What follows belongs to an exercise in optimizing a design on an open flow for small area, a short achievable clock period and few clock cycles per item; a production flow would make more cautious choices.

// broken_down_time_to_epoch
module broken_down_time_to_epoch (
  input  logic               clk_i,
  input  logic               rst_ni,
  input  logic               start,
  output logic               busy,
  input  logic signed [10:0] second_in_i,
  input  logic signed [10:0] minute_in_i,
  input  logic signed [10:0] hour_in_i,
  input  logic signed [10:0] day_in_i,
  input  logic signed [7:0]  month_in_i,
  input  logic        [7:0]  year_in_i,
  output logic               done_o,
  output logic        [5:0]  second_out_o,
  output logic        [5:0]  minute_out_o,
  output logic        [4:0]  hour_out_o,
  output logic        [4:0]  day_out_o,
  output logic        [3:0]  month_out_o,
  output logic signed [9:0]  year_out_o,
  output logic        [8:0]  day_of_year_o,
  output logic signed [33:0] epoch_seconds_o
);
  logic accept;
  bdte_ctrl u_ctrl (
    .clk_i    (clk_i),
    .rst_ni   (rst_ni),
    .start    (start),
    .accept_o (accept),
    .busy     (busy),
    .done_o   (done_o)
  );
  bdte_datapath u_datapath (
    .clk_i           (clk_i),
    .load_i          (accept),
    .second_in_i     (second_in_i),
    .minute_in_i     (minute_in_i),
    .hour_in_i       (hour_in_i),
    .day_in_i        (day_in_i),
    .month_in_i      (month_in_i),
    .year_in_i       (year_in_i),
    .second_out_o    (second_out_o),
    .minute_out_o    (minute_out_o),
    .hour_out_o      (hour_out_o),
    .day_out_o       (day_out_o),
    .month_out_o     (month_out_o),
    .year_out_o      (year_out_o),
    .day_of_year_o   (day_of_year_o),
    .epoch_seconds_o (epoch_seconds_o)
  );
endmodule
Settings: LEC_CHECK=0, CAP_MARGIN=20, CORE_MARGIN=2, CORE_UTILIZATION=40, SLEW_MARGIN=20; clock period 9.0 ns.
standard.sh (not shown) runs the stock make flow with config.mk's settings and CLKGATE_MAP_FILE= SYNTH_SCRIPT=/design/flow/synth_recipe.tcl, a recipe that flattens the netlist after the stock synthesis.
==> flow/flow/run.sh <==
#!/bin/bash
# The standard layout, with the port buffers made from sky130_fd_sc_hd__buf_2
# cells instead of the default delay buffers. make's output goes to
# flow_make.log in the work folder; each ORFS step keeps its own log under
# orfs/logs.
set -euo pipefail
export BUFFER_PORTS_ARGS="-buffer_cell sky130_fd_sc_hd__buf_2"
bash standard.sh > flow_make.log 2>&1
Then changed:
--- a/flow/design.v
+++ b/flow/design.v
@@ -949,38 +949,25 @@
   end
   assign hour_n = 5'(bu[4:0] + {{3{c2[1]}}, c2} + {c3, 3'b000});
   logic [4:0]  t;
   logic [3:0]  mo;
   logic [8:0]  ya;
   logic [6:0]  a;
   logic [1:0]  yb;
   assign {t, mo} = bdte_pkg::bdte_month_split(month_in_i);
   assign ya = {1'b0, year_in_i} + {4'd0, t};
   assign a  = ya[8:2];
   assign yb = year_in_i[1:0] + t[1:0];
-  logic [11:0] dq, dqm, kday, du_p, du_m;
-  assign dq   = 12'(13'(day_in_i) + 13'(qh) + 13'd1095);
-  assign dqm  = 12'(13'(day_in_i) + 13'(qh) + 13'd1094);
-  always_comb begin
-    case (yb)
-      2'd1:    kday = 12'd365;
-      2'd2:    kday = 12'd730;
-      2'd3:    kday = 12'd1095;
-      default: kday = 12'd0;
-    endcase
-    kday = kday + {3'd0, bdte_pkg::bdte_march_start(mo)};
-  end
-  assign du_p = dq + kday + {11'd0, (c3 == 2'sd1)};
-  assign du_m = dqm + kday;
-  logic [11:0] du;
-  assign du = (c3 == -2'sd1) ? du_m : du_p;
+  logic [11:0] dsum, du;
+  assign dsum = 12'(13'(day_in_i) + 13'(qh) + 13'd1095 + {2'b00, bdte_pkg::bdte_kday(yb, mo)});
+  assign du   = dsum + {{10{c3[1]}}, c3};
   logic [5:0]         sec_q, min_q;
   logic [4:0]         hour_q;
   logic        [11:0] du_q;
   logic [6:0]         a_q;
   always_ff @(posedge clk_i) begin
     if (load_i) begin
       sec_q  <= sec_n;
       min_q  <= min_n;
       hour_q <= hour_n;
       du_q   <= du;
       a_q    <= a;
What happened: Design area climbs by 2.2%; first-iteration DRC count drops by 0.91%; clock skew drops by 0.0033 ns; routed wire length climbs by 5.4%; area after synthesis climbs by 0.65%; register-to-register slack gets worse by 0.12 ns; via count climbs by about 0.6%; worst hold slack gets better by 0.060 ns.
No functional check of the RTL was part of any run of this note.


broken_down_time_to_epoch, a different RTL version from the one above (not shown whole).
Size: ~2300 cells after synthesis, roughly 41 flip-flops, roughly 140 I/O pins, roughly 0.015 mm² of cells after synthesis.
export LEC_CHECK = 0
export ABC_AREA = 1
export CAP_MARGIN = 20
export CORE_MARGIN = 2
export CORE_UTILIZATION = 40
export SLEW_MARGIN = 20
create_clock -name core_clock -period 9.0 [get_ports {clk_i}]
Scripts as last shown in full above: flow/flow/run.sh
Then changed:
--- a/flow/design.v
+++ b/flow/design.v
@@ -890,25 +890,25 @@
   logic signed [7:0] vs;
   logic signed [2:0] ks;
   logic        [5:0] sec_n;
   assign hs = second_in_i[10:6];
   assign vs = $signed({2'b00, second_in_i[5:0]}) + $signed({hs[4], hs, 2'b00});
   always_comb begin
     if      (vs >= 8'sd120) ks = 3'sd2;
     else if (vs >= 8'sd60)  ks = 3'sd1;
     else if (vs >= 8'sd0)   ks = 3'sd0;
     else if (vs >= -8'sd60) ks = -3'sd1;
     else                    ks = -3'sd2;
   end
-  assign sec_n = {4'(vs[5:2] + {ks[2], ks}), vs[1:0]};
+  assign sec_n = 6'(vs[5:0] + {ks[2], ks[2], ks, 1'b0} + {ks[2], ks[2], ks, 1'b0});
   logic signed [4:0] hm;
   logic signed [8:0] bm;
   logic signed [2:0] km;
   logic signed [2:0] km_c [5];
   logic        [5:0] min_n;
   assign hm = minute_in_i[10:6];
   assign bm = $signed({3'b000, minute_in_i[5:0]}) + $signed({hm[4], hm[4], hm, 2'b00})
             + $signed({{4{hs[4]}}, hs});
   for (genvar i = 0; i < 5; i++) begin : g_km
     localparam int K = i - 2;
     always_comb begin
       if      (bm >= 9'sd120 - 9'(K)) km_c[i] = 3'sd2;
@@ -918,35 +918,25 @@
       else                            km_c[i] = -3'sd2;
     end
   end
   always_comb begin
     case (ks)
       -3'sd2:  km = km_c[0];
       -3'sd1:  km = km_c[1];
       3'sd0:   km = km_c[2];
       3'sd1:   km = km_c[3];
       default: km = km_c[4];
     endcase
   end
-  logic [5:0] bks;
-  always_comb begin
-    case (ks)
-      -3'sd2:  bks = bm[5:0] - 6'd2;
-      -3'sd1:  bks = bm[5:0] - 6'd1;
-      3'sd0:   bks = bm[5:0];
-      3'sd1:   bks = bm[5:0] + 6'd1;
-      default: bks = bm[5:0] + 6'd2;
-    endcase
-  end
-  assign min_n = {4'(bks[5:2] + {km[2], km}), bks[1:0]};
+  assign min_n = 6'(bm[5:0] + {{3{ks[2]}}, ks} + {km[2], km, 2'b00});
   logic signed [6:0] qh;           
   logic        [1:0] mh;
   logic        [4:0] rh;
   assign {qh, mh} = bdte_pkg::bdte_divmod3_8(hour_in_i[10:3]);
   assign rh = {mh, hour_in_i[2:0]};
   logic signed [6:0] bu;
   logic signed [1:0] c3;
   logic signed [1:0] c3_c [5];
   logic        [4:0] hour_n;
   assign bu = $signed({2'b00, rh}) + $signed({{2{hm[4]}}, hm});
   for (genvar i = 0; i < 5; i++) begin : g_c3
     localparam int K = i - 2;
@@ -956,35 +946,25 @@
       else                           c3_c[i] = 2'sd0;
     end
   end
   always_comb begin
     case (km)
       -3'sd2:  c3 = c3_c[0];
       -3'sd1:  c3 = c3_c[1];
       3'sd0:   c3 = c3_c[2];
       3'sd1:   c3 = c3_c[3];
       default: c3 = c3_c[4];
     endcase
   end
-  logic [4:0] u5;
-  always_comb begin
-    case (km)
-      -3'sd2:  u5 = bu[4:0] - 5'd2;
-      -3'sd1:  u5 = bu[4:0] - 5'd1;
-      3'sd0:   u5 = bu[4:0];
-      3'sd1:   u5 = bu[4:0] + 5'd1;
-      default: u5 = bu[4:0] + 5'd2;
-    endcase
-  end
-  assign hour_n = {2'(u5[4:3] + c3), u5[2:0]};
+  assign hour_n = 5'(bu[4:0] + {{2{km[2]}}, km} + {c3, 3'b000});
   logic [4:0]  t;
   logic [3:0]  mo;
   logic [8:0]  ya;
   logic [6:0]  a;
   logic [1:0]  yb;
   assign {t, mo} = bdte_pkg::bdte_month_split(month_in_i);
   assign ya = {1'b0, year_in_i} + {4'd0, t};
   assign a  = ya[8:2];
   assign yb = year_in_i[1:0] + t[1:0];
   logic [11:0] dq0, dqm, dqp, kday, du_0, du_m, du_p, du;
   assign dq0  = 12'(13'(day_in_i) + 13'(qh) + 13'd1095);
   assign dqm  = 12'(13'(day_in_i) + 13'(qh) + 13'd1094);
After rerunning:
- synthesized cell count shrinks by 2.8%
- register-to-register slack stays flat
- final area went down by 1.8%
- non-clock buffer count went down by 2
- hold slack is about the same
- critical path depth does not change
Function was not checked in any run of this note: the RTL went through the layout flow alone.

[afterwards: timing with drivers on the ports]
How much do the figures lean on ideal ports? The routed layouts below were timed once more, with nothing changed but the port constraints.
Step 1 (the two cells are an assumption about what drives the block):
set clk [get_ports {clk_i}]
set_driving_cell -lib_cell sky130_fd_sc_hd__clkbuf_16 $clk
set_driving_cell -lib_cell sky130_fd_sc_hd__buf_2 [delete_from_list [all_inputs] $clk]
Step 2, shift: input delay + t, output delay - t, t = (earliest + latest rising clock arrival at the registers) / 2. This alone moves slack from input paths to output paths.
Three values: ideal, step 1, step 2; two values: the first two.
run | t, ns | setup WS [ns] | clock arrival spread, ns | cell pins on the clock port's net
the first run of note 1 | 0.319 | 0.363 / 0.370 / 0.051 | 0.010 / 0.010 | 1
the second run of note 1 | 0.317 | 0.338 / 0.354 / 0.037 | 0.012 / 0.012 | 1
the first run of note 2 | 0.322 | 0.705 / 0.668 / 0.990 | 0.007 / 0.007 | 1
the second run of note 2 | 0.316 | 0.873 / 0.836 / 1.104 | 0.006 / 0.006 | 1
After both steps every run listed still meets setup and hold. For the first run of note 1, which loses most, drivers alone change the setup slack by +0.007 ns; drivers and shift together by -0.312 ns.
